This design comes from an exercise in tuning for small area, a short achievable clock period and few clock cycles per item on the open sky130 flow, not from production work. Only simulation tests tie the RTL to the original design; equivalence was not proved. Power is estimated from default activity; no workload was simulated.

==> flow/design.v (excerpt) <==
module de1soc_top (
    input  logic        clock,
    input  logic        reset,
    input  logic [31:0] in_data,
    input  logic        in_valid,
    output logic        upstream_stall,
    output logic [31:0] out_data,
    output logic        out_valid,
    input  logic        downstream_stall
);
    localparam int CH = 10;
    logic        b_v;        
    logic        b_soft;     
    logic        b_last;
    logic        b_first;    
    logic        b_stepn;    
    logic        b_wt;       
    logic [17:0] b_s;
    logic [4:0]  b_idx;      
    logic        nf;         
    logic        take, take_s, wt;
    logic        rdy;        
    assign take   = in_valid && rdy && !reset;
    assign take_s = take && !in_data[31];
    assign wt     = nf || (b_idx <= 5'd26);      
    always_ff @(posedge clock) begin
        b_v     <= take_s;
        b_soft  <= take && in_data[31];
        b_last  <= in_data[30];
        b_first <= take_s && nf;
        b_stepn <= take_s && !nf && wt;
        b_wt    <= take_s && wt;
        b_s     <= in_data[17:0];
        if (reset) begin
            nf <= 1'b1;
        end else if (take) begin
            if (in_data[31]) begin
                nf <= 1'b1;
            end else begin
                nf    <= in_data[30];
                b_idx <= nf ? 5'd0 : (b_idx == 5'd28 ? 5'd28 : b_idx + 5'd1);
            end
        end
    end
    logic rst_q;
    always_ff @(posedge clock) rst_q <= reset;
  ...
Size in the first run: ~4000 cells after synthesis, about 740 flip-flops, about 70 I/O pins, about 42000 sq um of cells after synthesis.
==> flow/config.mk <==
export PLATFORM = sky130hd
export DESIGN_NAME = de1soc_top
export DESIGN_NICKNAME = de1soc_top
export VERILOG_FILES = /design/flow/design.v
export SDC_FILE = /design/flow/constraint.sdc
export NUM_CORES = 4
export LEC_CHECK = 0
export CAP_MARGIN = 20
export CORE_MARGIN = 2
export CORE_UTILIZATION = 40
export CTS_CLUSTER_DIAMETER = 70
export CTS_CLUSTER_SIZE = 25
export SLEW_MARGIN = 20
==> flow/constraint.sdc <==
create_clock -name core_clock -period 16.0 [get_ports {clock}]
set_input_delay 3.2000 -clock core_clock [delete_from_list [all_inputs] [get_ports {clock}]]
set_output_delay 3.2000 -clock core_clock [all_outputs]
set_load 0.01 [all_outputs]
standard.sh (not shown) runs the stock make flow with config.mk's settings and CLKGATE_MAP_FILE= SYNTH_SCRIPT=/design/flow/synth_recipe.tcl, a recipe that flattens the netlist after the stock synthesis.
==> flow/flow/run.sh <==
#!/bin/bash
# The standard layout (standard.sh), except that timing repair aims for
# 11.7 ns of setup slack on the 16 ns clock (paths of about 4.3 ns) instead of 0,
# and the port buffers are buf_4 cells rather than the flow's default pick.
# The make output goes to flow_make.log; ORFS keeps each step's log under
# orfs/logs/.
set -euo pipefail
bash standard.sh SETUP_SLACK_MARGIN=11.7 'BUFFER_PORTS_ARGS=-buffer_cell sky130_fd_sc_hd__buf_4' finish > flow_make.log 2>&1
Testbench counts at the start, summed over its fixed seeds: cycles 14,504, frames 512.
Next try:
--- a/flow/design.v
+++ b/flow/design.v
@@ -439,14 +439,15 @@
     end
     logic [3:0]  och;        
     logic        oload;
     logic        ordy;       
     logic [17:0] cur;
     logic        o_last;
     logic [17:0] o_val;
+    logic        o_sgn;
     logic        ovn;        
     assign oload = ovn || !downstream_stall;
     logic [3:0]  wcnt;       
     logic [3:0]  opos;       
     always_comb begin
         opos = '0;
         for (int c = 0; c < 10; c++) if (och == 4'(c)) opos = 4'(pos_of(c));
@@ -478,16 +479,19 @@
         end
     end
     always_ff @(posedge clock) begin
         if (oload) begin
             o_val  <= cur;
             o_last <= (och == 4'd9);
         end
+        if (oload && ordy) begin
+            o_sgn  <= cur[17];
+        end
     end
-    assign out_data = {1'b0, o_last, {12{o_val[17]}}, o_val};
+    assign out_data = {1'b0, o_last, {6{o_val[17]}}, {6{o_sgn}}, o_val};
     logic full_n;
     assign full_n = !reset && !b_soft && !xfer && (comp || full);
     logic stall_n;
     assign stall_n = full_n || ((busy || xfer) && !reset && take_s && in_data[30]);
     always_ff @(posedge clock) begin
         upstream_stall <= stall_n;
         rdy            <= !stall_n;
After rerunning:
- The changed run finished clean
- core utilization increases by 0.15 points
- cell area increases by 0.50%
- global-route usage increases by 1.1 points
- setup slack gets better by 54 ps
- total power increases by 0.67%
- non-clock buffer count increases by 2
- via count increases by 1.7%
- clock skew increases by 17 ps
- register-to-register slack gets worse by 30 ps
- wire length increases by 5.8%
- cell count increases by 0.62%
- clock power increases by about 4%
Testbench counts after the change, summed over its fixed seeds: cycles 14,504, frames 512.

[what the ideal ports hide]
In the flow no input, the clock included, has a driving cell. The finished layouts below were timed again as built, in two steps. Step 1 (the two cells are an assumption about what drives the block):
set clk [get_ports {clock}]
set_driving_cell -lib_cell sky130_fd_sc_hd__clkbuf_16 $clk
set_driving_cell -lib_cell sky130_fd_sc_hd__buf_2 [delete_from_list [all_inputs] $clk]
Step 2 moves the port delays by t, midway between the first and last clock arrival at a register: inputs arrive t later, outputs are due t later. That takes back most of the time a late clock gives input paths. a / b / c = no drivers / after step 1 / after step 2; a / b = the first two.
run | t, ns | setup slack, ns | worst hold slack (ns) | slew at the worst register clock pin (ns)
the first run | 0.669 | 11.486 / 11.413 / 11.211 | 0.338 / 0.338 / 0.338 | 0.10 / 0.10
the second run | 0.680 | 11.539 / 11.473 / 11.233 | 0.336 / 0.336 / 0.336 | 0.11 / 0.11
After both steps setup and hold are still met in every run listed. The setup slack of the second run, which loses most, moves by -0.066 ns with the drivers and by -0.306 ns with both steps.
